Context: an optimization exercise on an open-source flow, tuned for small area and a short achievable clock period. The choices shown serve that exercise and are no tape-out recipe.
The RTL was checked by simulation tests, not by an equivalence proof against the original design.
Power is estimated from default activity; no workload was simulated.

## run.sh

```bash
#!/bin/bash
# synth_recipe.tcl (not shown) runs the flow's synth.tcl, then flattens the netlist and writes it again
# the make line also repeats each setting of config.mk as NAME=value (left out here)
make -C /OpenROAD-flow-scripts/flow DESIGN_CONFIG=/design/flow/config.mk WORK_HOME=/design/flow/orfs CLKGATE_MAP_FILE= SYNTH_SCRIPT=/design/flow/synth_recipe.tcl finish
```

## config.mk

```make
export PLATFORM = sky130hd
export DESIGN_NAME = logo_key
export DESIGN_NICKNAME = logo_key
export VERILOG_FILES = /design/flow/design.v
export SDC_FILE = /design/flow/constraint.sdc
export NUM_CORES = 4
export LEC_CHECK = 0
export CAP_MARGIN = 0
export CORE_MARGIN = 2
export CORE_UTILIZATION = 40
export CTS_CLUSTER_DIAMETER = 80
export CTS_CLUSTER_SIZE = 22
export SETUP_SLACK_MARGIN = 5
export SLEW_MARGIN = 0
```

## constraint.sdc

```tcl
create_clock -name core_clock -period 8.0 [get_ports {Pclk_Rx}]
set_input_delay 1.6000 -clock core_clock [delete_from_list [all_inputs] [get_ports {Pclk_Rx}]]
set_output_delay 1.6000 -clock core_clock [all_outputs]
set_load 0.01 [all_outputs]
```

## design.v

```verilog
package logo_key_pkg;
  typedef struct packed {
    logic [8-1:0] hi;    
    logic [8-1:0] lo;    
    logic [8-1:0] key;   
  } logo_pixel_t;
  typedef struct packed {
    logic [12-1:0] x;
    logic [11-1:0] y;
  } raster_pos_t;
  typedef struct packed {
    logic [12-1:0] x_start;
    logic [11-1:0] y_start;
    logic [12-1:0] x_end;
    logic [11-1:0] y_end;
  } window_t;
  typedef struct packed {
    logic [10-1:0] hi;
    logic [10-1:0] lo;
  } video_word_t;
  typedef struct packed {
    logic f;
    logic v;
    logic h;
  } hvf_t;
  typedef enum logic [4-1:0] {
    REG_MODE    = 4'd0,
    REG_X_START = 4'd1,
    REG_Y_START = 4'd2,
    REG_X_END   = 4'd3,
    REG_Y_END   = 4'd4
  } reg_addr_e;
  typedef enum logic [2:0] {
    FS_IDLE,
    FS_FILL_FIRST,    
    FS_FILL_SECOND,   
    FS_REFILL         
  } fetch_state_e;
endpackage
`timescale 1ns/1ps
module raster_counter (
  input  logic                  Pclk_Rx,
  input  logic                  reset_n,
  input  logo_key_pkg::hvf_t    rx_hvf,
  input  logo_key_pkg::window_t window,     
  input  logo_key_pkg::window_t win_pend,   
  output logic                  frame_start,
  output logic                  in_window
);
  logic [12-1:0] x_cnt;
  logic [11-1:0] y_cnt;
  logic               h_d;   
  logic               v_d;
  logic               x_hit;   
  logic               y_hit;   
  logic [12-1:0] x_inc;
  logic [11-1:0] y_inc;
  logic               h_rise;
  logic               xz_w, xz_p, xi_w;
  logic               yz_w, yi_w, yc_p;
  logic               x_hit_nx, y_hit_nx;
  assign x_inc = x_cnt + 1'b1;
  assign y_inc = y_cnt + 1'b1;
  assign xz_w = (window.x_start == '0) && (window.x_end != '0);
  assign xz_p = (win_pend.x_start == '0) && (win_pend.x_end != '0);
  assign xi_w = (x_inc >= window.x_start) && (x_inc < window.x_end);
  assign yz_w = (window.y_start == '0) && (window.y_end != '0);
  assign yi_w = (y_inc >= window.y_start) && (y_inc < window.y_end);
  assign yc_p = (y_cnt >= win_pend.y_start) && (y_cnt < win_pend.y_end);
  assign frame_start = v_d && !rx_hvf.v;
  assign h_rise      = rx_hvf.h && !h_d;
  always_comb
  begin
    if (rx_hvf.h)
      x_hit_nx = frame_start ? xz_p : xz_w;
    else
      x_hit_nx = xi_w;
    if (h_rise)
    begin
      if (rx_hvf.v)
        y_hit_nx = yz_w;
      else
        y_hit_nx = yi_w;
    end
    else
      y_hit_nx = frame_start ? yc_p : y_hit;
  end
  always_ff @(posedge Pclk_Rx or negedge reset_n)
  begin
    if (!reset_n)
    begin
      x_cnt <= '0;
      y_cnt <= '0;
      h_d   <= 1'b0;
      v_d   <= 1'b0;
      x_hit <= 1'b0;
      y_hit <= 1'b0;
    end
    else
    begin
      h_d   <= rx_hvf.h;
      v_d   <= rx_hvf.v;
      x_hit <= x_hit_nx;
      y_hit <= y_hit_nx;
      if (rx_hvf.h)
        x_cnt <= '0;
      else
        x_cnt <= x_inc;
      if (h_rise)   
      begin
        if (rx_hvf.v)
          y_cnt <= '0;   
        else
          y_cnt <= y_inc;
      end
    end
  end
  assign in_window = !rx_hvf.h && !rx_hvf.v && x_hit && y_hit;
endmodule
`timescale 1ns/1ps
module key_regs (
  input  logic                      Pclk_Rx,
  input  logic                      reset_n,
  input  logic                      reg_wr,
  input  logic [4-1:0] reg_addr,
  input  logic [16-1:0]      reg_data,
  input  logic                      frame_start,
  output logo_key_pkg::window_t     win_pend,     
  output logo_key_pkg::window_t     window,       
  output logic                      key_enable
);
  logic en_pend;
  always_ff @(posedge Pclk_Rx or negedge reset_n)
  begin
    if (!reset_n)
    begin
      win_pend <= '0;
      en_pend  <= 1'b0;
    end
    else if (reg_wr)
    begin
      case (reg_addr)
        logo_key_pkg::REG_MODE:    en_pend          <= reg_data[0];
        logo_key_pkg::REG_X_START: win_pend.x_start <= reg_data[12-1:0];
        logo_key_pkg::REG_Y_START: win_pend.y_start <= reg_data[11-1:0];
        logo_key_pkg::REG_X_END:   win_pend.x_end   <= reg_data[12-1:0];
        logo_key_pkg::REG_Y_END:   win_pend.y_end   <= reg_data[11-1:0];
        default: ;   
      endcase
    end
  end
  always_ff @(posedge Pclk_Rx or negedge reset_n)
  begin
    if (!reset_n)
    begin
      window     <= '0;   
      key_enable <= 1'b0;
    end
    else if (frame_start)
    begin
      window     <= win_pend;
      key_enable <= en_pend;
    end
  end
endmodule
`timescale 1ns/1ps
module logo_fetch_fsm (
  input  logic Pclk_Rx,
  input  logic reset_n,
  input  logic frame_start,
  input  logic refill_need,
  input  logic mem_valid,
  output logic fetch_req,
  output logic fetch_restart
);
  logo_key_pkg::fetch_state_e state;
  logic [5:0]   word_cnt;     
  logic         pending;      
  logic         burst_done;
  assign burst_done = mem_valid && (word_cnt == 6'(48 - 1));
  always_ff @(posedge Pclk_Rx or negedge reset_n)
  begin
    if (!reset_n)
    begin
      state         <= logo_key_pkg::FS_IDLE;
      word_cnt      <= '0;
      pending       <= 1'b0;
      fetch_req     <= 1'b0;
      fetch_restart <= 1'b0;
    end
    else
    begin
      fetch_req     <= 1'b0;   
      fetch_restart <= 1'b0;
      if (frame_start)
      begin
        state         <= logo_key_pkg::FS_FILL_FIRST;
        word_cnt      <= '0;
        pending       <= 1'b0;
        fetch_req     <= 1'b1;
        fetch_restart <= 1'b1;
      end
      else
      begin
        if (mem_valid)
          word_cnt <= burst_done ? '0 : word_cnt + 1'b1;
        case (state)
          logo_key_pkg::FS_IDLE:
            if (refill_need)
            begin
              fetch_req <= 1'b1;
              state     <= logo_key_pkg::FS_REFILL;
            end
          logo_key_pkg::FS_FILL_FIRST:
          begin
            if (refill_need)
              pending <= 1'b1;
            if (burst_done)
            begin
              fetch_req <= 1'b1;   
              state     <= logo_key_pkg::FS_FILL_SECOND;
            end
          end
          default:  
            if (burst_done)
            begin
              if (pending || refill_need)
              begin
                fetch_req <= 1'b1;
                pending   <= 1'b0;
                state     <= logo_key_pkg::FS_REFILL;
              end
              else
                state <= logo_key_pkg::FS_IDLE;
            end
            else if (refill_need)
              pending <= 1'b1;
        endcase
      end
    end
  end
endmodule
`timescale 1ns/1ps
module logo_buffer (
  input  logic        Pclk_Rx,
  input  logic        reset_n,
  input  logic        frame_start,
  input  logic        in_window,
  input  logic        mem_valid,
  input  logic [23:0] mem_pixel,
  output logic [23:0] logo_pixel,    
  output logic        refill_need
);
  localparam int PTR_W = $clog2(96);
  localparam logic [PTR_W-1:0] LAST = PTR_W'(96 - 1);
  localparam logic [PTR_W-1:0] HALF_LAST = PTR_W'(48 - 1);
  localparam int DEPTH = 96;
  localparam int NL = 8;                    
  localparam int NG = DEPTH / NL;
  logic [23:0] ring [0:DEPTH-1];
  logic [PTR_W-1:0] wr_ptr;
  logic [PTR_W-1:0] rd_ptr;
  logic [PTR_W-1:0] rd_nxt;      
  logic [PTR_W-1:0] rd_nxt_inc;  
  logic [NG-1:0]    nxt_grp;     
  logic [NL-1:0]    nxt_lane;    
  logic [NG-1:0]    grp_nx;
  logic [NL-1:0]    lane_nx;
  logic [NG-1:0]    wr_grp;      
  logic [NL-1:0]    wr_lane;
  logic             wq_valid;    
  logic [PTR_W-1:0] wq_ptr;
  logic [23:0]      wq_word;
  logic [NG-1:0]    wq_grp;      
  logic [NL-1:0]    wq_lane;
  logic [DEPTH-1:0] nxt_sel;     
  logic             nxt_wq;      
  logic             nxt_wq_nx;
  logic [23:0]      tree_lo, tree_hi;
  logic [23:0]      rd_lo, rd_hi, rd_wq, zero_read;
  logic             use_wq_nx, use_hi_nx, use_lo_nx;
  logic             wr_at_rd, wr_at_nxt, wr_at_0;
  always_comb
  begin
    for (int g = 0; g < NG; g++)
      wr_grp[g] = (wr_ptr[PTR_W-1:3] == 4'(g));
    for (int l = 0; l < NL; l++)
      wr_lane[l] = (wr_ptr[2:0] == 3'(l));
  end
  always_ff @(posedge Pclk_Rx or negedge reset_n)
  begin
    if (!reset_n)
    begin
      wq_valid <= 1'b0;
      wq_grp   <= '0;
    end
    else
    begin
      wq_valid <= mem_valid;
      wq_grp   <= wr_grp & {NG{mem_valid}};
    end
  end
  always_ff @(posedge Pclk_Rx)
  begin
    wq_ptr  <= wr_ptr;
    wq_lane <= wr_lane;
    wq_word <= mem_pixel;
  end
  always_ff @(posedge Pclk_Rx)
  begin
    for (int i = 0; i < DEPTH; i++)
      if (wq_grp[i / NL] && wq_lane[i % NL])
        ring[i] <= wq_word;
  end
  always_comb
  begin
    if (frame_start)
    begin
      grp_nx  = NG'(1);
      lane_nx = NL'(2);
      nxt_wq_nx = mem_valid && (wr_ptr == PTR_W'(1));
    end
    else if (in_window)
    begin
      lane_nx = {nxt_lane[NL-2:0], nxt_lane[NL-1]};
      grp_nx  = nxt_lane[NL-1] ? {nxt_grp[NG-2:0], nxt_grp[NG-1]} : nxt_grp;
      nxt_wq_nx = mem_valid && (wr_ptr == rd_nxt_inc);
    end
    else
    begin
      lane_nx = nxt_lane;
      grp_nx  = nxt_grp;
      nxt_wq_nx = mem_valid && (wr_ptr == rd_nxt);
    end
  end
  always_ff @(posedge Pclk_Rx)
  begin
    for (int i = 0; i < DEPTH; i++)
      nxt_sel[i] <= grp_nx[i / NL] && lane_nx[i % NL]
                    && !(mem_valid && wr_grp[i / NL] && wr_lane[i % NL]);
    nxt_wq <= nxt_wq_nx;
  end
  always_comb
  begin
    tree_lo = nxt_wq ? wq_word : '0;
    tree_hi = '0;
    for (int i = 0; i < DEPTH / 2; i++)
      tree_lo = tree_lo | (ring[i] & {24{nxt_sel[i]}});
    for (int i = DEPTH / 2; i < DEPTH; i++)
      tree_hi = tree_hi | (ring[i] & {24{nxt_sel[i]}});
  end
  assign zero_read = (wq_valid && wq_ptr == '0) ? wq_word : ring[0];
  assign logo_pixel = rd_lo | rd_hi | rd_wq;
  assign wr_at_rd  = mem_valid && (wr_ptr == rd_ptr);
  assign wr_at_nxt = mem_valid && (wr_ptr == rd_nxt);
  assign wr_at_0   = mem_valid && (wr_ptr == '0);
  always_comb
  begin
    if (frame_start)
    begin
      use_wq_nx = wr_at_0;
      use_hi_nx = 1'b0;
    end
    else if (in_window)
    begin
      use_wq_nx = wr_at_nxt;
      use_hi_nx = !wr_at_nxt && !nxt_wq && (|nxt_grp[NG-1:NG/2]);
    end
    else
    begin
      use_wq_nx = wr_at_rd;
      use_hi_nx = 1'b0;
    end
  end
  assign use_lo_nx = !use_wq_nx && !use_hi_nx;
  always_ff @(posedge Pclk_Rx)
  begin
    if (!use_lo_nx)
      rd_lo <= '0;
    else if (frame_start)
      rd_lo <= zero_read;
    else if (in_window)
      rd_lo <= tree_lo;
    else
      rd_lo <= logo_pixel;
    rd_hi <= use_hi_nx ? tree_hi : '0;
    rd_wq <= use_wq_nx ? mem_pixel : '0;
  end
  assign rd_nxt_inc = (rd_nxt == LAST) ? '0 : rd_nxt + 1'b1;
  always_ff @(posedge Pclk_Rx or negedge reset_n)
  begin
    if (!reset_n)
    begin
      wr_ptr      <= '0;
      rd_ptr      <= '0;
      rd_nxt      <= PTR_W'(1);
      nxt_grp     <= NG'(1);
      nxt_lane    <= NL'(2);
      refill_need <= 1'b0;
    end
    else if (frame_start)
    begin
      wr_ptr      <= '0;
      rd_ptr      <= '0;
      rd_nxt      <= PTR_W'(1);
      nxt_grp     <= NG'(1);
      nxt_lane    <= NL'(2);
      refill_need <= 1'b0;
    end
    else
    begin
      if (mem_valid)
        wr_ptr <= (wr_ptr == LAST) ? '0 : wr_ptr + 1'b1;
      if (in_window)
      begin
        rd_ptr <= rd_nxt;
        rd_nxt <= rd_nxt_inc;
      end
      nxt_lane <= lane_nx;
      nxt_grp  <= grp_nx;
      refill_need <= in_window && (rd_ptr == HALF_LAST || rd_ptr == LAST);
    end
  end
endmodule
`timescale 1ns/1ps
module blend_csa (
  input  logic [7:0]  fg,
  input  logic [7:0]  bg,
  input  logic [7:0]  key,
  output logic [47:0] r   
);
  wire [7:0] m0 = key[0] ? fg : bg;
  wire [7:0] m1 = key[1] ? fg : bg;
  wire [7:0] m2 = key[2] ? fg : bg;
  wire [7:0] m3 = key[3] ? fg : bg;
  wire [7:0] m4 = key[4] ? fg : bg;
  wire [7:0] m5 = key[5] ? fg : bg;
  wire [7:0] m6 = key[6] ? fg : bg;
  wire [7:0] m7 = key[7] ? fg : bg;
  wire ts0 = m0[5] ^ m1[4];
  wire tc0 = m0[5] & m1[4];
  wire ts1 = m0[6] ^ m1[5] ^ m2[4];
  wire tc1 = (m0[6] & m1[5]) | (m0[6] & m2[4]) | (m1[5] & m2[4]);
  wire ts2 = m3[3] ^ m4[2];
  wire tc2 = m3[3] & m4[2];
  wire ts3 = m0[7] ^ m1[6] ^ m2[5];
  wire tc3 = (m0[7] & m1[6]) | (m0[7] & m2[5]) | (m1[6] & m2[5]);
  wire ts4 = m3[4] ^ m4[3] ^ m5[2];
  wire tc4 = (m3[4] & m4[3]) | (m3[4] & m5[2]) | (m4[3] & m5[2]);
  wire ts5 = m6[1] ^ m7[0];
  wire tc5 = m6[1] & m7[0];
  wire ts6 = m1[7] ^ m2[6] ^ m3[5];
  wire tc6 = (m1[7] & m2[6]) | (m1[7] & m3[5]) | (m2[6] & m3[5]);
  wire ts7 = m4[4] ^ m5[3] ^ m6[2];
  wire tc7 = (m4[4] & m5[3]) | (m4[4] & m6[2]) | (m5[3] & m6[2]);
  wire ts8 = m2[7] ^ m3[6] ^ m4[5];
  wire tc8 = (m2[7] & m3[6]) | (m2[7] & m4[5]) | (m3[6] & m4[5]);
  wire ts9 = m0[3] ^ m1[2];
  wire tc9 = m0[3] & m1[2];
  wire ts10 = m0[4] ^ m1[3] ^ m2[2];
  wire tc10 = (m0[4] & m1[3]) | (m0[4] & m2[2]) | (m1[3] & m2[2]);
  wire ts11 = m3[1] ^ m4[0];
  wire tc11 = m3[1] & m4[0];
  wire ts12 = m2[3] ^ m3[2] ^ m4[1];
  wire tc12 = (m2[3] & m3[2]) | (m2[3] & m4[1]) | (m3[2] & m4[1]);
  wire ts13 = m5[0] ^ bg[5] ^ ts0;
  wire tc13 = (m5[0] & bg[5]) | (m5[0] & ts0) | (bg[5] & ts0);
  wire ts14 = m5[1] ^ m6[0] ^ bg[6];
  wire tc14 = (m5[1] & m6[0]) | (m5[1] & bg[6]) | (m6[0] & bg[6]);
  wire ts15 = ts1 ^ ts2 ^ tc0;
  wire tc15 = (ts1 & ts2) | (ts1 & tc0) | (ts2 & tc0);
  wire ts16 = bg[7] ^ ts3 ^ ts4;
  wire tc16 = (bg[7] & ts3) | (bg[7] & ts4) | (ts3 & ts4);
  wire ts17 = ts5 ^ tc1 ^ tc2;
  wire tc17 = (ts5 & tc1) | (ts5 & tc2) | (tc1 & tc2);
  wire ts18 = m7[1] ^ ts6 ^ ts7;
  wire tc18 = (m7[1] & ts6) | (m7[1] & ts7) | (ts6 & ts7);
  wire ts19 = tc3 ^ tc4 ^ tc5;
  wire tc19 = (tc3 & tc4) | (tc3 & tc5) | (tc4 & tc5);
  wire ts20 = m5[4] ^ m6[3] ^ m7[2];
  wire tc20 = (m5[4] & m6[3]) | (m5[4] & m7[2]) | (m6[3] & m7[2]);
  wire ts21 = ts8 ^ tc6 ^ tc7;
  wire tc21 = (ts8 & tc6) | (ts8 & tc7) | (tc6 & tc7);
  wire ts22 = m3[7] ^ m4[6] ^ m5[5];
  wire tc22 = (m3[7] & m4[6]) | (m3[7] & m5[5]) | (m4[6] & m5[5]);
  wire ts23 = m6[4] ^ m7[3] ^ tc8;
  wire tc23 = (m6[4] & m7[3]) | (m6[4] & tc8) | (m7[3] & tc8);
  wire ts24 = m4[7] ^ m5[6] ^ m6[5];
  wire tc24 = (m4[7] & m5[6]) | (m4[7] & m6[5]) | (m5[6] & m6[5]);
  wire ts25 = m0[2] ^ m1[1];
  wire tc25 = m0[2] & m1[1];
  wire ts26 = m2[1] ^ m3[0] ^ bg[3];
  wire tc26 = (m2[1] & m3[0]) | (m2[1] & bg[3]) | (m3[0] & bg[3]);
  wire ts27 = bg[4] ^ ts10 ^ ts11;
  wire tc27 = (bg[4] & ts10) | (bg[4] & ts11) | (ts10 & ts11);
  wire ts28 = ts12 ^ ts13 ^ tc10;
  wire tc28 = (ts12 & ts13) | (ts12 & tc10) | (ts13 & tc10);
  wire ts29 = ts14 ^ ts15 ^ tc12;
  wire tc29 = (ts14 & ts15) | (ts14 & tc12) | (ts15 & tc12);
  wire ts30 = ts16 ^ ts17 ^ tc14;
  wire tc30 = (ts16 & ts17) | (ts16 & tc14) | (ts17 & tc14);
  wire ts31 = ts18 ^ ts19 ^ tc16;
  wire tc31 = (ts18 & ts19) | (ts18 & tc16) | (ts19 & tc16);
  wire ts32 = ts20 ^ ts21 ^ tc18;
  wire tc32 = (ts20 & ts21) | (ts20 & tc18) | (ts21 & tc18);
  wire ts33 = ts22 ^ ts23 ^ tc20;
  wire tc33 = (ts22 & ts23) | (ts22 & tc20) | (ts23 & tc20);
  wire ts34 = m7[4] ^ ts24 ^ tc22;
  wire tc34 = (m7[4] & ts24) | (m7[4] & tc22) | (ts24 & tc22);
  wire ts35 = m5[7] ^ m6[6] ^ m7[5];
  wire tc35 = (m5[7] & m6[6]) | (m5[7] & m7[5]) | (m6[6] & m7[5]);
  assign r[0] = m0[0];
  assign r[16] = bg[0];
  assign r[32] = 1'b0;
  assign r[1] = m0[1];
  assign r[17] = m1[0];
  assign r[33] = bg[1];
  assign r[2] = m2[0];
  assign r[18] = bg[2];
  assign r[34] = ts25;
  assign r[3] = ts9;
  assign r[19] = ts26;
  assign r[35] = tc25;
  assign r[4] = tc9;
  assign r[20] = ts27;
  assign r[36] = tc26;
  assign r[5] = tc11;
  assign r[21] = ts28;
  assign r[37] = tc27;
  assign r[6] = tc13;
  assign r[22] = ts29;
  assign r[38] = tc28;
  assign r[7] = tc15;
  assign r[23] = ts30;
  assign r[39] = tc29;
  assign r[8] = tc17;
  assign r[24] = ts31;
  assign r[40] = tc30;
  assign r[9] = tc19;
  assign r[25] = ts32;
  assign r[41] = tc31;
  assign r[10] = tc21;
  assign r[26] = ts33;
  assign r[42] = tc32;
  assign r[11] = tc23;
  assign r[27] = ts34;
  assign r[43] = tc33;
  assign r[12] = tc24;
  assign r[28] = ts35;
  assign r[44] = tc34;
  assign r[13] = m6[7];
  assign r[29] = m7[6];
  assign r[45] = tc35;
  assign r[14] = m7[7];
  assign r[30] = 1'b0;
  assign r[46] = 1'b0;
  assign r[15] = 1'b0;
  assign r[31] = 1'b0;
  assign r[47] = 1'b0;
endmodule
module blend_add (
  input  logic [47:0] r,
  output logic [7:0]  q
);
  wire us0 = r[0] ^ r[16];
  wire uc0 = r[0] & r[16];
  wire us1 = r[1] ^ r[17] ^ r[33];
  wire uc1 = (r[1] & r[17]) | (r[1] & r[33]) | (r[17] & r[33]);
  wire us2 = r[2] ^ r[18] ^ r[34];
  wire uc2 = (r[2] & r[18]) | (r[2] & r[34]) | (r[18] & r[34]);
  wire us3 = r[3] ^ r[19] ^ r[35];
  wire uc3 = (r[3] & r[19]) | (r[3] & r[35]) | (r[19] & r[35]);
  wire us4 = r[4] ^ r[20] ^ r[36];
  wire uc4 = (r[4] & r[20]) | (r[4] & r[36]) | (r[20] & r[36]);
  wire us5 = r[5] ^ r[21] ^ r[37];
  wire uc5 = (r[5] & r[21]) | (r[5] & r[37]) | (r[21] & r[37]);
  wire us6 = r[6] ^ r[22] ^ r[38];
  wire uc6 = (r[6] & r[22]) | (r[6] & r[38]) | (r[22] & r[38]);
  wire us7 = r[7] ^ r[23] ^ r[39];
  wire uc7 = (r[7] & r[23]) | (r[7] & r[39]) | (r[23] & r[39]);
  wire us8 = r[8] ^ r[24] ^ r[40];
  wire uc8 = (r[8] & r[24]) | (r[8] & r[40]) | (r[24] & r[40]);
  wire us9 = r[9] ^ r[25] ^ r[41];
  wire uc9 = (r[9] & r[25]) | (r[9] & r[41]) | (r[25] & r[41]);
  wire us10 = r[10] ^ r[26] ^ r[42];
  wire uc10 = (r[10] & r[26]) | (r[10] & r[42]) | (r[26] & r[42]);
  wire us11 = r[11] ^ r[27] ^ r[43];
  wire uc11 = (r[11] & r[27]) | (r[11] & r[43]) | (r[27] & r[43]);
  wire us12 = r[12] ^ r[28] ^ r[44];
  wire uc12 = (r[12] & r[28]) | (r[12] & r[44]) | (r[28] & r[44]);
  wire us13 = r[13] ^ r[29] ^ r[45];
  wire uc13 = (r[13] & r[29]) | (r[13] & r[45]) | (r[29] & r[45]);
  wire us14 = r[14] ^ r[30] ^ r[46];
  wire uc14 = (r[14] & r[30]) | (r[14] & r[46]) | (r[30] & r[46]);
  wire us15 = r[15] ^ r[31] ^ r[47];
  wire uc15 = (r[15] & r[31]) | (r[15] & r[47]) | (r[31] & r[47]);
  wire [15:0] s, c;
  assign s[0] = r[32];
  assign c[0] = us0;
  assign s[1] = us1;
  assign c[1] = uc0;
  assign s[2] = us2;
  assign c[2] = uc1;
  assign s[3] = us3;
  assign c[3] = uc2;
  assign s[4] = us4;
  assign c[4] = uc3;
  assign s[5] = us5;
  assign c[5] = uc4;
  assign s[6] = us6;
  assign c[6] = uc5;
  assign s[7] = us7;
  assign c[7] = uc6;
  assign s[8] = us8;
  assign c[8] = uc7;
  assign s[9] = us9;
  assign c[9] = uc8;
  assign s[10] = us10;
  assign c[10] = uc9;
  assign s[11] = us11;
  assign c[11] = uc10;
  assign s[12] = us12;
  assign c[12] = uc11;
  assign s[13] = us13;
  assign c[13] = uc12;
  assign s[14] = us14;
  assign c[14] = uc13;
  assign s[15] = us15;
  assign c[15] = uc14;
  wire [15:0] g0 = s & c;
  wire [15:0] p0 = s ^ c;
  wire [15:0] g1, p1;
  assign g1[0] = g0[0];
  assign p1[0] = p0[0];
  assign g1[1] = g0[1] | (p0[1] & g0[0]);
  assign p1[1] = p0[1] & p0[0];
  assign g1[2] = g0[2] | (p0[2] & g0[1]);
  assign p1[2] = p0[2] & p0[1];
  assign g1[3] = g0[3] | (p0[3] & g0[2]);
  assign p1[3] = p0[3] & p0[2];
  assign g1[4] = g0[4] | (p0[4] & g0[3]);
  assign p1[4] = p0[4] & p0[3];
  assign g1[5] = g0[5] | (p0[5] & g0[4]);
  assign p1[5] = p0[5] & p0[4];
  assign g1[6] = g0[6] | (p0[6] & g0[5]);
  assign p1[6] = p0[6] & p0[5];
  assign g1[7] = g0[7] | (p0[7] & g0[6]);
  assign p1[7] = p0[7] & p0[6];
  assign g1[8] = g0[8] | (p0[8] & g0[7]);
  assign p1[8] = p0[8] & p0[7];
  assign g1[9] = g0[9] | (p0[9] & g0[8]);
  assign p1[9] = p0[9] & p0[8];
  assign g1[10] = g0[10] | (p0[10] & g0[9]);
  assign p1[10] = p0[10] & p0[9];
  assign g1[11] = g0[11] | (p0[11] & g0[10]);
  assign p1[11] = p0[11] & p0[10];
  assign g1[12] = g0[12] | (p0[12] & g0[11]);
  assign p1[12] = p0[12] & p0[11];
  assign g1[13] = g0[13] | (p0[13] & g0[12]);
  assign p1[13] = p0[13] & p0[12];
  assign g1[14] = g0[14] | (p0[14] & g0[13]);
  assign p1[14] = p0[14] & p0[13];
  assign g1[15] = g0[15] | (p0[15] & g0[14]);
  assign p1[15] = p0[15] & p0[14];
  wire [15:0] g2, p2;
  assign g2[0] = g1[0];
  assign p2[0] = p1[0];
  assign g2[1] = g1[1];
  assign p2[1] = p1[1];
  assign g2[2] = g1[2] | (p1[2] & g1[0]);
  assign p2[2] = p1[2] & p1[0];
  assign g2[3] = g1[3] | (p1[3] & g1[1]);
  assign p2[3] = p1[3] & p1[1];
  assign g2[4] = g1[4] | (p1[4] & g1[2]);
  assign p2[4] = p1[4] & p1[2];
  assign g2[5] = g1[5] | (p1[5] & g1[3]);
  assign p2[5] = p1[5] & p1[3];
  assign g2[6] = g1[6] | (p1[6] & g1[4]);
  assign p2[6] = p1[6] & p1[4];
  assign g2[7] = g1[7] | (p1[7] & g1[5]);
  assign p2[7] = p1[7] & p1[5];
  assign g2[8] = g1[8] | (p1[8] & g1[6]);
  assign p2[8] = p1[8] & p1[6];
  assign g2[9] = g1[9] | (p1[9] & g1[7]);
  assign p2[9] = p1[9] & p1[7];
  assign g2[10] = g1[10] | (p1[10] & g1[8]);
  assign p2[10] = p1[10] & p1[8];
  assign g2[11] = g1[11] | (p1[11] & g1[9]);
  assign p2[11] = p1[11] & p1[9];
  assign g2[12] = g1[12] | (p1[12] & g1[10]);
  assign p2[12] = p1[12] & p1[10];
  assign g2[13] = g1[13] | (p1[13] & g1[11]);
  assign p2[13] = p1[13] & p1[11];
  assign g2[14] = g1[14] | (p1[14] & g1[12]);
  assign p2[14] = p1[14] & p1[12];
  assign g2[15] = g1[15] | (p1[15] & g1[13]);
  assign p2[15] = p1[15] & p1[13];
  wire [15:0] g3, p3;
  assign g3[0] = g2[0];
  assign p3[0] = p2[0];
  assign g3[1] = g2[1];
  assign p3[1] = p2[1];
  assign g3[2] = g2[2];
  assign p3[2] = p2[2];
  assign g3[3] = g2[3];
  assign p3[3] = p2[3];
  assign g3[4] = g2[4] | (p2[4] & g2[0]);
  assign p3[4] = p2[4] & p2[0];
  assign g3[5] = g2[5] | (p2[5] & g2[1]);
  assign p3[5] = p2[5] & p2[1];
  assign g3[6] = g2[6] | (p2[6] & g2[2]);
  assign p3[6] = p2[6] & p2[2];
  assign g3[7] = g2[7] | (p2[7] & g2[3]);
  assign p3[7] = p2[7] & p2[3];
  assign g3[8] = g2[8] | (p2[8] & g2[4]);
  assign p3[8] = p2[8] & p2[4];
  assign g3[9] = g2[9] | (p2[9] & g2[5]);
  assign p3[9] = p2[9] & p2[5];
  assign g3[10] = g2[10] | (p2[10] & g2[6]);
  assign p3[10] = p2[10] & p2[6];
  assign g3[11] = g2[11] | (p2[11] & g2[7]);
  assign p3[11] = p2[11] & p2[7];
  assign g3[12] = g2[12] | (p2[12] & g2[8]);
  assign p3[12] = p2[12] & p2[8];
  assign g3[13] = g2[13] | (p2[13] & g2[9]);
  assign p3[13] = p2[13] & p2[9];
  assign g3[14] = g2[14] | (p2[14] & g2[10]);
  assign p3[14] = p2[14] & p2[10];
  assign g3[15] = g2[15] | (p2[15] & g2[11]);
  assign p3[15] = p2[15] & p2[11];
  wire [15:0] g4, p4;
  assign g4[0] = g3[0];
  assign p4[0] = p3[0];
  assign g4[1] = g3[1];
  assign p4[1] = p3[1];
  assign g4[2] = g3[2];
  assign p4[2] = p3[2];
  assign g4[3] = g3[3];
  assign p4[3] = p3[3];
  assign g4[4] = g3[4];
  assign p4[4] = p3[4];
  assign g4[5] = g3[5];
  assign p4[5] = p3[5];
  assign g4[6] = g3[6];
  assign p4[6] = p3[6];
  assign g4[7] = g3[7];
  assign p4[7] = p3[7];
  assign g4[8] = g3[8] | (p3[8] & g3[0]);
  assign p4[8] = p3[8] & p3[0];
  assign g4[9] = g3[9] | (p3[9] & g3[1]);
  assign p4[9] = p3[9] & p3[1];
  assign g4[10] = g3[10] | (p3[10] & g3[2]);
  assign p4[10] = p3[10] & p3[2];
  assign g4[11] = g3[11] | (p3[11] & g3[3]);
  assign p4[11] = p3[11] & p3[3];
  assign g4[12] = g3[12] | (p3[12] & g3[4]);
  assign p4[12] = p3[12] & p3[4];
  assign g4[13] = g3[13] | (p3[13] & g3[5]);
  assign p4[13] = p3[13] & p3[5];
  assign g4[14] = g3[14] | (p3[14] & g3[6]);
  assign p4[14] = p3[14] & p3[6];
  assign g4[15] = g3[15] | (p3[15] & g3[7]);
  assign p4[15] = p3[15] & p3[7];
  assign q[0] = p0[8] ^ g4[7];
  assign q[1] = p0[9] ^ g4[8];
  assign q[2] = p0[10] ^ g4[9];
  assign q[3] = p0[11] ^ g4[10];
  assign q[4] = p0[12] ^ g4[11];
  assign q[5] = p0[13] ^ g4[12];
  assign q[6] = p0[14] ^ g4[13];
  assign q[7] = p0[15] ^ g4[14];
endmodule
module video_keyer (
  input  logic        Pclk_Rx,
  input  logic        reset_n,
  input  logic [19:0] rx_data,      
  input  logic [2:0]  rx_hvf,
  input  logic [23:0] logo_pixel,   
  input  logic        key_on,
  output logic [19:0] tx_data,
  output logic [2:0]  tx_hvf
);
  logic [19:0] s1_video;
  logic        s1_key_on;
  logic [2:0]  s1_hvf;
  logic [47:0] s1_r_hi, s1_r_lo;
  logic [47:0] r_hi, r_lo;
  logic [7:0]  q_hi, q_lo;
  blend_csa u_csa_hi (.fg(logo_pixel[23:16]), .bg(rx_data[19:12]), .key(logo_pixel[7:0]),
                      .r(r_hi));
  blend_csa u_csa_lo (.fg(logo_pixel[15:8]),  .bg(rx_data[9:2]),   .key(logo_pixel[7:0]),
                      .r(r_lo));
  always_ff @(posedge Pclk_Rx or negedge reset_n)
  begin
    if (!reset_n)
    begin
      s1_video  <= '0;
      s1_key_on <= 1'b0;
      s1_hvf    <= '0;
    end
    else
    begin
      s1_video  <= rx_data;
      s1_key_on <= key_on;
      s1_hvf    <= rx_hvf;
    end
  end
  always_ff @(posedge Pclk_Rx)
  begin
    s1_r_hi <= r_hi;
    s1_r_lo <= r_lo;
  end
  blend_add u_add_hi (.r(s1_r_hi), .q(q_hi));
  blend_add u_add_lo (.r(s1_r_lo), .q(q_lo));
  always_ff @(posedge Pclk_Rx or negedge reset_n)
  begin
    if (!reset_n)
    begin
      tx_data <= '0;
      tx_hvf  <= '0;
    end
    else
    begin
      if (s1_key_on)
        tx_data <= {q_hi, 2'b11, q_lo, 2'b11};
      else
        tx_data <= s1_video;
      tx_hvf <= s1_hvf;
    end
  end
endmodule
`timescale 1ns/1ps
module logo_key (
  input  logic                      Pclk_Rx,
  input  logic                      reset_n,
  input  logic [2*10-1:0] rx_data,     
  input  logic [2:0]                rx_hvf,      
  input  logic                      reg_wr,
  input  logic [4-1:0] reg_addr,
  input  logic [16-1:0]      reg_data,
  input  logic                      mem_valid,
  input  logic [3*8-1:0]   mem_pixel,   
  output logic [2*10-1:0] tx_data,     
  output logic [2:0]                tx_hvf,      
  output logic                      fetch_req,
  output logic                      fetch_restart
);
  logo_key_pkg::hvf_t    rx_sync;
  logo_key_pkg::window_t window;
  logo_key_pkg::window_t win_pend;
  logic [23:0] logo_pixel;
  logic        frame_start;
  logic        in_window;
  logic        key_enable;
  logic        refill_need;
  assign rx_sync = rx_hvf;
  raster_counter u_raster_counter (
    .Pclk_Rx     (Pclk_Rx),
    .reset_n     (reset_n),
    .rx_hvf      (rx_sync),
    .window      (window),
    .win_pend    (win_pend),
    .frame_start (frame_start),
    .in_window   (in_window)
  );
  key_regs u_key_regs (
    .Pclk_Rx     (Pclk_Rx),
    .reset_n     (reset_n),
    .reg_wr      (reg_wr),
    .reg_addr    (reg_addr),
    .reg_data    (reg_data),
    .frame_start (frame_start),
    .win_pend    (win_pend),
    .window      (window),
    .key_enable  (key_enable)
  );
  logo_fetch_fsm u_logo_fetch_fsm (
    .Pclk_Rx       (Pclk_Rx),
    .reset_n       (reset_n),
    .frame_start   (frame_start),
    .refill_need   (refill_need),
    .mem_valid     (mem_valid),
    .fetch_req     (fetch_req),
    .fetch_restart (fetch_restart)
  );
  logo_buffer u_logo_buffer (
    .Pclk_Rx     (Pclk_Rx),
    .reset_n     (reset_n),
    .frame_start (frame_start),
    .in_window   (in_window),
    .mem_valid   (mem_valid),
    .mem_pixel   (mem_pixel),
    .logo_pixel  (logo_pixel),
    .refill_need (refill_need)
  );
  video_keyer u_video_keyer (
    .Pclk_Rx    (Pclk_Rx),
    .reset_n    (reset_n),
    .rx_data    (rx_data),
    .rx_hvf     (rx_hvf),
    .logo_pixel (logo_pixel),
    .key_on     (in_window && key_enable),
    .tx_data    (tx_data),
    .tx_hvf     (tx_hvf)
  );
endmodule
```

==> impl_metrics.tcl, run 1 <==
set metrics [dict create \
    post-dp-hpwl_um 202000 \
    synth_top_flop_cell "edfxtp_1" \
    startpoint_type "register" \
    dr_total_vias 66100 \
    power_density_nw_per_um2 256 \
    tns_ns 0 \
    cts_tree "done" \
    port_buffers 91 \
    routed_via_density 6.62 \
    wl_met2_um 172000 \
    synth.yosys.seq_area_share_pct 77.0 \
    finClkSkew_ns 0.0379 \
    syn-num-nets 6460 \
    reg2reg_to "u_video_keyer.s1_r_hi[22]" \
    ctsHtreeMaxLevel 4 \
    ant_nets 0 \
    rrSetupSlack_ns 5.04 \
    worstPathArrival_ns 1.37 \
    drtIter0Drc 12700 \
    die_w_um 516 \
    place_inst 9728 \
    cellLeakagePower_uw 0.0384 \
    hp-start "u_video_keyer.s1_hvf[2]" \
    slew_violations 0 \
    gp_congestion 0.882 \
    wl_per_cell_um 38.5 \
    synth_cell_types 70 \
    clock-root-buffer "clkbuf_16" \
    grt_usage_pct 28.1 \
    drt_wl_total_um 385000 \
    crit_start "u_video_keyer.tx_data[4]" \
    layout.cells.non_filler 9987 \
    clk_pin_slew_ns 0.09 \
    tightest_slew_ns 1.28 \
    layout-drive-gt1-share_pct 12.4 \
    initial_core_util_pct 40.1 \
    synthArstFlopShare_pct 8.20 \
    fill_cells 22700 \
    power_uw 29800 \
    rsz0062_at_grt "true" \
    cts_made_buffers 147 \
    netlist_area_um2 105000 \
    period_needed_ns 2.97 \
    grt_max_degree 190 \
    overflow 0 \
    cts-hold-fix-buffers 0 \
    dieArea_um2 267000 \
    setup_violations 0 \
    netlist_instances 6190 \
    critical_path_class "register to output port" \
    clock.fmax_mhz 336 \
    die_h_um 516 \
    clock_path_buffers 3 \
    met3_wirelength_um 54600 \
    yosysWarnings 6 \
    synth-seq-cells 2828 \
    area_growth_pct 10.7 \
    clk_latency_ns 0.86 \
    min_path_cells 0 \
    critPathRequiredTime_ns 6.40 \
    synth_edf_count 2304 \
    wl_met1_um 138000 \
    grt_pass1_vias 60500 \
    finalNetCount 6657 \
    min_path_type "register to register" \
    cp_cell_sequence "buf_2" \
    reg2regPathDepth 5 \
    slew_headroom_pct 14.8 \
    worstSetupEndpoint "tx_data[4]" \
    avgSynthCellArea_um2 17.0 \
    firstDrtPassIters 6 \
    drv_cap 0 \
    status "complete, no violations" \
    rows 188 \
    num_io_pins 96 \
    post-route-util_pct 44.4 \
    cpMaxStageDelayCell "dfrtp_1" \
    rr_startpoint "u_logo_buffer.rd_hi[20]" \
    cp_slowest_stage_delay_ns 0.38 \
    drc_errors 0 \
    ir_drop_uv 365 \
    coreArea_um2 262000 \
    hold_viol_final 0 \
    antenna_found_initial 15 \
    top_layer "met5" \
    cts_sinks 2828 \
    worstSetupPathDepth 1 \
    worst-path-max-fanout 1 \
    crit_family "flip-flops" \
    endpoint_kind "output port" \
    grt_first_pass_wirelength_um 515000 \
    path_buf_inv 1 \
    fin_crit_sh_pct 37.2 \
]
-- Yosys cell counts, types with 10 or more instances --
cell type  number  share of area (%)
nand4_1       160               0.95
nor2b_1        22               0.13
clkbuf_1      302                1.1
a211oi_1      102               0.73
a222oi_1       24               0.23
xor2_1         28               0.23
or3_1          10              0.060
mux2_2         64               0.69
xnor2_1        15               0.13
nor2_1        166               0.59
o21ai_0       134               0.64
nor3_2         20               0.19
nor3_1         58               0.28
a31oi_1        10              0.060
a221oi_1      510                4.3
buf_1          13              0.046
fa_1           86                1.6
dfxtp_1       292                5.6
a21oi_1       121               0.58
nand2b_1       14              0.083
edfxtp_1     2304                 66
dfrtp_1       229                5.5
a22o_1        521                4.3
and2_1        127               0.76
a21o_1         15               0.11
a32o_1         17               0.16
o21a_1         10              0.072
nor4_1         50               0.30
nand3_1        63               0.30
and3_1         13              0.077
nand2_1       211               0.75
inv_1         146               0.52
ha_1          113                1.3
a22oi_1       123               0.88
-- sequential cells by signal (all words and copies together) (netlist names), 8 cells and up --
name	count
u_logo_buffer.ring	2304
u_logo_buffer.nxt_sel	96
u_key_regs.win_pend	46
u_key_regs.window	46
u_video_keyer.s1_r_hi	42
u_video_keyer.s1_r_lo	42
u_logo_buffer.rd_hi	24
u_logo_buffer.rd_lo	24
u_logo_buffer.rd_wq	24
u_logo_buffer.wq_word	24
u_video_keyer.s1_video	20
u_video_keyer.tx_data	20
u_logo_buffer.nxt_grp	12
u_logo_buffer.wq_grp	12
u_raster_counter.x_cnt	12
u_raster_counter.y_cnt	11
u_logo_buffer.nxt_lane	8
u_logo_buffer.wq_lane	8
-- metal layers --
| metal | vias up | track usage [%] |
|---|---|---|
| li1 | 25400 | - |
| met1 | 34100 | 37.6 |
| met2 | 5551 | 43.7 |
| met3 | 990 | 7.03 |
| met4 | 10 | 12.1 |
| met5 | - | 0 |
-- stage by stage --
stage	setup slack, ns	hold WS, ns	instance area (um^2)
2_1_floorplan	4.52	0.331	105000
3_3_place_gp	2.50	0.343	111000
3_5_place_dp	2.44	0.340	111000
4_1_cts	4.98	0.374	116000
5_1_grt	4.98	0.379	116000
6_report	5.03	0.374	116000
-- power by group --
| group | switching, uW | total [uW] | internal, uW |
|---|---|---|---|
| logic | 2780 | 4600 | 1820 |
| registers | 513 | 17000 | 16500 |
| clock network | 4620 | 8210 | 3590 |
-- area by class of cell --
| cell class | count | area [um^2] | area share, % |
|---|---|---|---|
| diodes | 11 | 27.5 | 0.0237 |
| clock buffers | 214 | 4060 | 3.49 |
| clock inverters | 9 | 119 | 0.102 |
| inverters | 147 | 568 | 0.489 |
| multi-input cells | 2890 | 22900 | 19.7 |
| flip-flops and latches | 2828 | 81000 | 69.7 |
| well taps | 3515 | 4400 | 3.79 |
| repair buffers | 372 | 3120 | 2.69 |
| repair inverters | 1 | 8.76 | 0.00754 |
-- placed cells by master (no fill, tap or decap), types with 62 or more instances in the layout --
| cell type | instances |
|---|---|
| edfxtp_1 | 2304 |
| a22o_1 | 521 |
| a221oi_1 | 509 |
| buf_4 | 259 |
| dfxtp_1 | 247 |
| dfrtp_1 | 226 |
| nand2_1 | 208 |
| nand4_1 | 160 |
| nor2_1 | 159 |
| clkbuf_16 | 153 |
| inv_1 | 146 |
| a22oi_1 | 121 |
| a21oi_1 | 119 |
| o21ai_0 | 119 |
| ha_1 | 113 |
| a211oi_1 | 100 |
| and2_2 | 96 |
| fa_1 | 82 |
| mux2_2 | 64 |
| nand3_1 | 62 |
-- logic make-up after synthesis --
kind of cell | after synthesis | synth area share, %
fa+ha+maj | 199 | 2.99
simple gates | 943 | 4.70
flops | 2828 | 77.0
mux | 73 | 0.772
compound gates | 1631 | 12.4
xor+xnor | 43 | 0.359
buf+inv | 473 | 1.75
-- worst min path at each step --
stage	end	slack (ns)
after global placement	u_video_keyer.tx_hvf[2]	0.34
final	u_video_keyer.tx_hvf[2]	0.37
after global routing	u_video_keyer.tx_hvf[2]	0.38
after CTS	u_video_keyer.tx_hvf[2]	0.37
after floorplan	u_video_keyer.tx_hvf[2]	0.33
after detailed placement	u_video_keyer.tx_hvf[2]	0.34
-- timing repair --
action,4_1_cts,5_1_grt
pin swaps,6,4
setup endpoints to repair,334,45
gates cloned,5,0
resized for setup,218,43
setup buffers,18,2
==> run 2: changes to the inputs <==
--- a/design.v
+++ b/design.v
@@ -277,8 +277,9 @@
   logic             nxt_wq;      
   logic             nxt_wq_nx;
   logic [23:0]      tree_lo, tree_hi;
-  logic [23:0]      rd_lo, rd_hi, rd_wq, zero_read;
-  logic             use_wq_nx, use_hi_nx, use_lo_nx;
+  logic [23:0]      rd_lo, rd_hi, zero_read;
+  logic             use_wq, use_lo, use_hi;
+  logic             use_wq_nx, use_hi_nx;
   logic             wr_at_rd, wr_at_nxt, wr_at_0;
   always_comb
   begin
@@ -350,7 +351,7 @@
       tree_hi = tree_hi | (ring[i] & {24{nxt_sel[i]}});
   end
   assign zero_read = (wq_valid && wq_ptr == '0) ? wq_word : ring[0];
-  assign logo_pixel = rd_lo | rd_hi | rd_wq;
+  assign logo_pixel = ({24{use_wq}} & wq_word) | ({24{use_lo}} & rd_lo) | ({24{use_hi}} & rd_hi);
   assign wr_at_rd  = mem_valid && (wr_ptr == rd_ptr);
   assign wr_at_nxt = mem_valid && (wr_ptr == rd_nxt);
   assign wr_at_0   = mem_valid && (wr_ptr == '0);
@@ -372,19 +373,30 @@
       use_hi_nx = 1'b0;
     end
   end
-  assign use_lo_nx = !use_wq_nx && !use_hi_nx;
   always_ff @(posedge Pclk_Rx)
   begin
-    if (!use_lo_nx)
-      rd_lo <= '0;
-    else if (frame_start)
+    if (frame_start)
       rd_lo <= zero_read;
     else if (in_window)
       rd_lo <= tree_lo;
     else
       rd_lo <= logo_pixel;
-    rd_hi <= use_hi_nx ? tree_hi : '0;
-    rd_wq <= use_wq_nx ? mem_pixel : '0;
+    rd_hi <= tree_hi;
+  end
+  always_ff @(posedge Pclk_Rx or negedge reset_n)
+  begin
+    if (!reset_n)
+    begin
+      use_wq <= 1'b0;
+      use_lo <= 1'b1;
+      use_hi <= 1'b0;
+    end
+    else
+    begin
+      use_wq <= use_wq_nx;
+      use_lo <= !use_wq_nx && !use_hi_nx;
+      use_hi <= use_hi_nx;
+    end
   end
   assign rd_nxt_inc = (rd_nxt == LAST) ? '0 : rd_nxt + 1'b1;
   always_ff @(posedge Pclk_Rx or negedge reset_n)
@@ -427,7 +439,7 @@
   input  logic [7:0]  fg,
   input  logic [7:0]  bg,
   input  logic [7:0]  key,
-  output logic [47:0] r   
+  output logic [63:0] r   
 );
   wire [7:0] m0 = key[0] ? fg : bg;
   wire [7:0] m1 = key[1] ? fg : bg;
@@ -487,79 +499,73 @@
   wire tc23 = (m6[4] & m7[3]) | (m6[4] & tc8) | (m7[3] & tc8);
   wire ts24 = m4[7] ^ m5[6] ^ m6[5];
   wire tc24 = (m4[7] & m5[6]) | (m4[7] & m6[5]) | (m5[6] & m6[5]);
-  wire ts25 = m0[2] ^ m1[1];
-  wire tc25 = m0[2] & m1[1];
-  wire ts26 = m2[1] ^ m3[0] ^ bg[3];
-  wire tc26 = (m2[1] & m3[0]) | (m2[1] & bg[3]) | (m3[0] & bg[3]);
-  wire ts27 = bg[4] ^ ts10 ^ ts11;
-  wire tc27 = (bg[4] & ts10) | (bg[4] & ts11) | (ts10 & ts11);
-  wire ts28 = ts12 ^ ts13 ^ tc10;
-  wire tc28 = (ts12 & ts13) | (ts12 & tc10) | (ts13 & tc10);
-  wire ts29 = ts14 ^ ts15 ^ tc12;
-  wire tc29 = (ts14 & ts15) | (ts14 & tc12) | (ts15 & tc12);
-  wire ts30 = ts16 ^ ts17 ^ tc14;
-  wire tc30 = (ts16 & ts17) | (ts16 & tc14) | (ts17 & tc14);
-  wire ts31 = ts18 ^ ts19 ^ tc16;
-  wire tc31 = (ts18 & ts19) | (ts18 & tc16) | (ts19 & tc16);
-  wire ts32 = ts20 ^ ts21 ^ tc18;
-  wire tc32 = (ts20 & ts21) | (ts20 & tc18) | (ts21 & tc18);
-  wire ts33 = ts22 ^ ts23 ^ tc20;
-  wire tc33 = (ts22 & ts23) | (ts22 & tc20) | (ts23 & tc20);
-  wire ts34 = m7[4] ^ ts24 ^ tc22;
-  wire tc34 = (m7[4] & ts24) | (m7[4] & tc22) | (ts24 & tc22);
-  wire ts35 = m5[7] ^ m6[6] ^ m7[5];
-  wire tc35 = (m5[7] & m6[6]) | (m5[7] & m7[5]) | (m6[6] & m7[5]);
   assign r[0] = m0[0];
   assign r[16] = bg[0];
   assign r[32] = 1'b0;
+  assign r[48] = 1'b0;
   assign r[1] = m0[1];
   assign r[17] = m1[0];
   assign r[33] = bg[1];
-  assign r[2] = m2[0];
-  assign r[18] = bg[2];
-  assign r[34] = ts25;
-  assign r[3] = ts9;
-  assign r[19] = ts26;
-  assign r[35] = tc25;
-  assign r[4] = tc9;
-  assign r[20] = ts27;
-  assign r[36] = tc26;
-  assign r[5] = tc11;
-  assign r[21] = ts28;
-  assign r[37] = tc27;
-  assign r[6] = tc13;
-  assign r[22] = ts29;
-  assign r[38] = tc28;
-  assign r[7] = tc15;
-  assign r[23] = ts30;
-  assign r[39] = tc29;
-  assign r[8] = tc17;
-  assign r[24] = ts31;
-  assign r[40] = tc30;
-  assign r[9] = tc19;
-  assign r[25] = ts32;
-  assign r[41] = tc31;
-  assign r[10] = tc21;
-  assign r[26] = ts33;
-  assign r[42] = tc32;
-  assign r[11] = tc23;
-  assign r[27] = ts34;
-  assign r[43] = tc33;
-  assign r[12] = tc24;
-  assign r[28] = ts35;
-  assign r[44] = tc34;
+  assign r[49] = 1'b0;
+  assign r[2] = m0[2];
+  assign r[18] = m1[1];
+  assign r[34] = m2[0];
+  assign r[50] = bg[2];
+  assign r[3] = m2[1];
+  assign r[19] = m3[0];
+  assign r[35] = bg[3];
+  assign r[51] = ts9;
+  assign r[4] = bg[4];
+  assign r[20] = ts10;
+  assign r[36] = ts11;
+  assign r[52] = tc9;
+  assign r[5] = ts12;
+  assign r[21] = ts13;
+  assign r[37] = tc10;
+  assign r[53] = tc11;
+  assign r[6] = ts14;
+  assign r[22] = ts15;
+  assign r[38] = tc12;
+  assign r[54] = tc13;
+  assign r[7] = ts16;
+  assign r[23] = ts17;
+  assign r[39] = tc14;
+  assign r[55] = tc15;
+  assign r[8] = ts18;
+  assign r[24] = ts19;
+  assign r[40] = tc16;
+  assign r[56] = tc17;
+  assign r[9] = ts20;
+  assign r[25] = ts21;
+  assign r[41] = tc18;
+  assign r[57] = tc19;
+  assign r[10] = ts22;
+  assign r[26] = ts23;
+  assign r[42] = tc20;
+  assign r[58] = tc21;
+  assign r[11] = m7[4];
+  assign r[27] = ts24;
+  assign r[43] = tc22;
+  assign r[59] = tc23;
+  assign r[12] = m5[7];
+  assign r[28] = m6[6];
+  assign r[44] = m7[5];
+  assign r[60] = tc24;
   assign r[13] = m6[7];
   assign r[29] = m7[6];
-  assign r[45] = tc35;
+  assign r[45] = 1'b0;
+  assign r[61] = 1'b0;
   assign r[14] = m7[7];
   assign r[30] = 1'b0;
   assign r[46] = 1'b0;
+  assign r[62] = 1'b0;
   assign r[15] = 1'b0;
   assign r[31] = 1'b0;
   assign r[47] = 1'b0;
+  assign r[63] = 1'b0;
 endmodule
 module blend_add (
-  input  logic [47:0] r,
+  input  logic [63:0] r,
   output logic [7:0]  q
 );
   wire us0 = r[0] ^ r[16];
@@ -594,39 +600,71 @@
   wire uc14 = (r[14] & r[30]) | (r[14] & r[46]) | (r[30] & r[46]);
   wire us15 = r[15] ^ r[31] ^ r[47];
   wire uc15 = (r[15] & r[31]) | (r[15] & r[47]) | (r[31] & r[47]);
+  wire us16 = r[32] ^ r[48];
+  wire uc16 = r[32] & r[48];
+  wire us17 = r[49] ^ us1 ^ uc0;
+  wire uc17 = (r[49] & us1) | (r[49] & uc0) | (us1 & uc0);
+  wire us18 = r[50] ^ us2 ^ uc1;
+  wire uc18 = (r[50] & us2) | (r[50] & uc1) | (us2 & uc1);
+  wire us19 = r[51] ^ us3 ^ uc2;
+  wire uc19 = (r[51] & us3) | (r[51] & uc2) | (us3 & uc2);
+  wire us20 = r[52] ^ us4 ^ uc3;
+  wire uc20 = (r[52] & us4) | (r[52] & uc3) | (us4 & uc3);
+  wire us21 = r[53] ^ us5 ^ uc4;
+  wire uc21 = (r[53] & us5) | (r[53] & uc4) | (us5 & uc4);
+  wire us22 = r[54] ^ us6 ^ uc5;
+  wire uc22 = (r[54] & us6) | (r[54] & uc5) | (us6 & uc5);
+  wire us23 = r[55] ^ us7 ^ uc6;
+  wire uc23 = (r[55] & us7) | (r[55] & uc6) | (us7 & uc6);
+  wire us24 = r[56] ^ us8 ^ uc7;
+  wire uc24 = (r[56] & us8) | (r[56] & uc7) | (us8 & uc7);
+  wire us25 = r[57] ^ us9 ^ uc8;
+  wire uc25 = (r[57] & us9) | (r[57] & uc8) | (us9 & uc8);
+  wire us26 = r[58] ^ us10 ^ uc9;
+  wire uc26 = (r[58] & us10) | (r[58] & uc9) | (us10 & uc9);
+  wire us27 = r[59] ^ us11 ^ uc10;
+  wire uc27 = (r[59] & us11) | (r[59] & uc10) | (us11 & uc10);
+  wire us28 = r[60] ^ us12 ^ uc11;
+  wire uc28 = (r[60] & us12) | (r[60] & uc11) | (us12 & uc11);
+  wire us29 = r[61] ^ us13 ^ uc12;
+  wire uc29 = (r[61] & us13) | (r[61] & uc12) | (us13 & uc12);
+  wire us30 = r[62] ^ us14 ^ uc13;
+  wire uc30 = (r[62] & us14) | (r[62] & uc13) | (us14 & uc13);
+  wire us31 = r[63] ^ us15 ^ uc14;
+  wire uc31 = (r[63] & us15) | (r[63] & uc14) | (us15 & uc14);
   wire [15:0] s, c;
-  assign s[0] = r[32];
-  assign c[0] = us0;
-  assign s[1] = us1;
-  assign c[1] = uc0;
-  assign s[2] = us2;
-  assign c[2] = uc1;
-  assign s[3] = us3;
-  assign c[3] = uc2;
-  assign s[4] = us4;
-  assign c[4] = uc3;
-  assign s[5] = us5;
-  assign c[5] = uc4;
-  assign s[6] = us6;
-  assign c[6] = uc5;
-  assign s[7] = us7;
-  assign c[7] = uc6;
-  assign s[8] = us8;
-  assign c[8] = uc7;
-  assign s[9] = us9;
-  assign c[9] = uc8;
-  assign s[10] = us10;
-  assign c[10] = uc9;
-  assign s[11] = us11;
-  assign c[11] = uc10;
-  assign s[12] = us12;
-  assign c[12] = uc11;
-  assign s[13] = us13;
-  assign c[13] = uc12;
-  assign s[14] = us14;
-  assign c[14] = uc13;
-  assign s[15] = us15;
-  assign c[15] = uc14;
+  assign s[0] = us0;
+  assign c[0] = us16;
+  assign s[1] = us17;
+  assign c[1] = uc16;
+  assign s[2] = us18;
+  assign c[2] = uc17;
+  assign s[3] = us19;
+  assign c[3] = uc18;
+  assign s[4] = us20;
+  assign c[4] = uc19;
+  assign s[5] = us21;
+  assign c[5] = uc20;
+  assign s[6] = us22;
+  assign c[6] = uc21;
+  assign s[7] = us23;
+  assign c[7] = uc22;
+  assign s[8] = us24;
+  assign c[8] = uc23;
+  assign s[9] = us25;
+  assign c[9] = uc24;
+  assign s[10] = us26;
+  assign c[10] = uc25;
+  assign s[11] = us27;
+  assign c[11] = uc26;
+  assign s[12] = us28;
+  assign c[12] = uc27;
+  assign s[13] = us29;
+  assign c[13] = uc28;
+  assign s[14] = us30;
+  assign c[14] = uc29;
+  assign s[15] = us31;
+  assign c[15] = uc30;
   wire [15:0] g0 = s & c;
   wire [15:0] p0 = s ^ c;
   wire [15:0] g1, p1;
@@ -783,8 +821,8 @@
   logic [19:0] s1_video;
   logic        s1_key_on;
   logic [2:0]  s1_hvf;
-  logic [47:0] s1_r_hi, s1_r_lo;
-  logic [47:0] r_hi, r_lo;
+  logic [63:0] s1_r_hi, s1_r_lo;
+  logic [63:0] r_hi, r_lo;
   logic [7:0]  q_hi, q_lo;
   blend_csa u_csa_hi (.fg(logo_pixel[23:16]), .bg(rx_data[19:12]), .key(logo_pixel[7:0]),
                       .r(r_hi));
==> config.mk (replaced) <==
export PLATFORM = sky130hd
export DESIGN_NAME = logo_key
export DESIGN_NICKNAME = logo_key
export VERILOG_FILES = /design/flow/design.v
export SDC_FILE = /design/flow/constraint.sdc
export NUM_CORES = 4
export LEC_CHECK = 0
export CAP_MARGIN = 20
export CORE_MARGIN = 2
export CORE_UTILIZATION = 40
export SETUP_SLACK_MARGIN = 4.9
export SLEW_MARGIN = 20
==> impl_metrics.tcl, run 2 <==
set metrics [dict create \
    status "complete, no violations" \
    fin_crit_sh_pct 39.4 \
    synth-seq-cells 2827 \
    grt_pass1_vias 62700 \
    top_usage_layer "met2" \
    ir_drop_uv 312 \
    layout_commonest_cell "edfxtp_1" \
    routed_via_density 6.60 \
    clock_path_buffers 4 \
    cpMaxStageDelayCell "a22oi_2" \
    rsz0062_at_grt "true" \
    dr_total_vias 66500 \
    clk_latency_ns 0.88 \
    area_growth_pct 15.1 \
    use_met1_pct 38.6 \
    antenna_found_initial 14 \
    grt_max_degree 103 \
    post-dp-hpwl_um 198000 \
    die_h_um 516 \
    gp_congestion 0.849 \
    cp_slowest_stage_delay_ns 0.73 \
    netlist_area_um2 105000 \
    finClkSkew_ns 0.0665 \
    synth.largest_area_cell "edfxtp_1" \
    synth.yosys.seq_area_share_pct 77.0 \
    cts_tree "done" \
    worst-path-max-fanout 12 \
    synthArstFlopShare_pct 8.31 \
    port_buffers 91 \
    crit_family "adder cells" \
    dp_slack_ns 2.61 \
    syn-num-nets 6263 \
    netlist_instances 5991 \
    dpl_cell_area_um2 111000 \
    tightest_slew_ns 1.25 \
    firstDrtPassIters 8 \
    die_w_um 516 \
    synthTopCellsByCount "edfxtp_1, a22o_1, a221oi_1" \
    drv_cap 0 \
    ant_nets 0 \
    yosysWarnings 6 \
    hold_viol_final 0 \
    clock-root-buffer "clkbuf_16" \
    critical_path_class "register to register" \
    clock.fmax_mhz 317 \
    synth_cell_types 82 \
    regMostFlops "u_logo_buffer.ring" \
    startpoint_type "register" \
    fill_cells 22100 \
    post-route-util_pct 46.1 \
    min_path_type "register to register" \
    cp_cell_sequence "buf_12 > a22oi_2 > nand2_4 > mux2_4 > fa_1 > fa_1" \
    final_cell_mix "edfxtp_1, a22o_1, a221oi_1" \
    synth_edf_count 2304 \
    dieArea_um2 267000 \
    cts_made_buffers 286 \
    final_area_um2 121000 \
    worstPathArrival_ns 3.85 \
    drtIter0Drc 12200 \
    layout-drive-gt1-share_pct 15.9 \
    synth_top_area_share_pct 65.9 \
    grt_usage_pct 28.3 \
    coreArea_um2 262000 \
    wl_per_cell_um 38.4 \
    finalNetCount 6617 \
    setup_ws_ns 4.85 \
    initial_core_util_pct 40.1 \
    power_uw 35300 \
    cellLeakagePower_uw 0.0406 \
    avgSynthCellArea_um2 17.5 \
    slew_headroom_pct 16.9 \
    ctsHtreeMaxLevel 5 \
    drt_wl_total_um 388000 \
    synth.most_common_cell "edfxtp_1" \
    drc_errors 0 \
    overflow 0 \
    slew_violations 0 \
    largest_reg_flops 2304 \
    endpoint_kind "register" \
    power_density_nw_per_um2 292 \
    top_regs "u_logo_buffer.ring: 2304 flops, u_logo_buffer.nxt_sel: 96 flops" \
    grt_util_met2_pct 42.8 \
    cts_sinks 2827 \
    setup_violations 0 \
    clk_pin_slew_ns 0.06 \
    crit_top_cell "fa_1" \
    synthTopCellsByArea "edfxtp_1, dfrtp_1, dfxtp_1" \
    num_io_pins 96 \
    met3_usage_pct 8.03 \
    grt_first_pass_wirelength_um 519000 \
    critPathRequiredTime_ns 8.70 \
    rows 188 \
    tns_ns 0 \
    synth_top_flop_cell "edfxtp_1" \
    path_buf_inv 1 \
    period_needed_ns 3.15 \
]
==> run 2: changes by cell type after synthesis, sizes merged, moves of 51 or more <==
cell	delta
nand2	-51
clkbuf	-68
nor2	-87
a21oi	-84
a22oi	+93
mux2	+93
buf	+51
nor3	-56
==> run 2: repair_timing <==
action | 4_1_cts | 5_1_grt
hold buffers | 0 | 0
gates resized for setup | 115 | 34
pin swaps | 9 | 12
cloned | 1 | 0
endpoints found under the setup margin | 297 | 89
setup buffers | 14 | 13
==> run 2: path summary, 6_finish.rpt <==
| path | start | to | slack [ns] | cells after the start |
|---|---|---|---|---|
| min | u_video_keyer.s1_hvf[2] | u_video_keyer.tx_hvf[2] | 0.35 | 0 |
| max | u_logo_buffer.use_wq | u_video_keyer.s1_r_hi[22] | 4.85 | 6 |
| min in group asynchronous | reset_n | u_raster_counter.y_cnt[8] | 0.78 | 1 |
| min reg2reg | u_video_keyer.s1_hvf[2] | u_video_keyer.tx_hvf[2] | 0.35 | 0 |
| max in group asynchronous | reset_n | u_logo_buffer.use_hi | 5.87 | 2 |
| max reg2reg | u_logo_buffer.use_wq | u_video_keyer.s1_r_hi[22] | 4.85 | 6 |
==> run 2: layout make-up <==
type	instances	area (um^2)	share of cell area, %
Inverter	114	440	0.365
Clock buffer	370	7810	6.47
Multi-Input combinational cell	2742	22800	18.9
Timing Repair Buffer	374	3170	2.63
Tap cell	3515	4400	3.64
Antenna cell	12	30.0	0.0249
Clock inverter	131	1150	0.955
Sequential cell	2827	80900	67.0
==> run 2: cell families (layout without fill, tap and decap cells) <==
| group | count (synthesis) | in the layout | share of synthesized area, % |
|---|---|---|---|
| XOR/XNOR | 52 | 52 | 0.434 |
| multiplexers | 204 | 204 | 2.14 |
| AND/OR/NAND/NOR | 745 | 746 | 3.84 |
| adder cells (fa/ha/maj) | 201 | 201 | 3.01 |
| AO/OA/AOI/OAI | 1539 | 1539 | 12.0 |
| flip-flops | 2827 | 2827 | 77.0 |
| buffers and inverters | 423 | 989 | 1.61 |
| other | 0 | 12 | 0 |
==> run 2: report_power, final <==
part           total [uW]  internal [uW]  leakage, uW  switching [uW]
registers           16800          16400       0.0261             389
clock network       13100           7510      0.00437            5630
logic                5360           2350       0.0101            3010
total               35300          26300       0.0406            9030
==> run 2: through the flow <==
| step | std cells | hold WS [ns] |
|---|---|---|
| after CTS | 10100 | 0.357 |
| final | 10100 | 0.354 |
| after global placement | 9538 | 0.332 |
| after detailed placement | 9544 | 0.343 |
| after global routing | 10100 | 0.372 |
| after floorplan | 5991 | 0.331 |
==> run 2: worst reg2reg max path: cells and delay by family (launching register included) <==
family | cells | cell delay, ns
compound gates | 1 | 0.73
fa+ha+maj | 2 | 0.96
buf+inv | 1 | 0.19
flops | 1 | 0.54
mux | 1 | 0.35
simple gates | 1 | 0.22
==> run 2: per-layer routing <==
metal  routed length [um]  up-vias
met5                   74        -
met3                58300      993
met2               170000     5673
met4                18200       10
li1                     -    25400
met1               141000    34500

==> static timing again, ports no longer ideal <==
How much do the figures lean on ideal ports? The routed layouts below were timed once more, with nothing changed but the port constraints. Step 1: set_driving_cell puts a clkbuf_16 on Pclk_Rx and a buf_2 on each other input, an assumption about the parent block. Step 2 also shifts input and output timing later by t, the mid clock arrival at the registers, as if the neighbouring blocks saw the same clock. Three values: ideal ports, drivers, drivers and shift; two values: the first two.
| run | t (ns) | slack for setup (ns) | hold WS [ns] | clock arrival spread, ns | worst data-port slew with drivers (ns) |
|---|---|---|---|---|---|
| run 1 | 0.935 | 5.027 / 4.925 / 4.184 | 0.374 / 0.374 / 0.374 | 0.046 / 0.046 | 0.25 |
| run 2 | 0.944 | 4.850 / 4.850 / 3.979 | 0.354 / 0.354 / 0.354 | 0.071 / 0.071 | 0.12 |
After both steps every run listed still meets setup and hold. The setup slack of run 2, which loses most, moves by 0.000 ns with the drivers and by -0.871 ns with both steps.
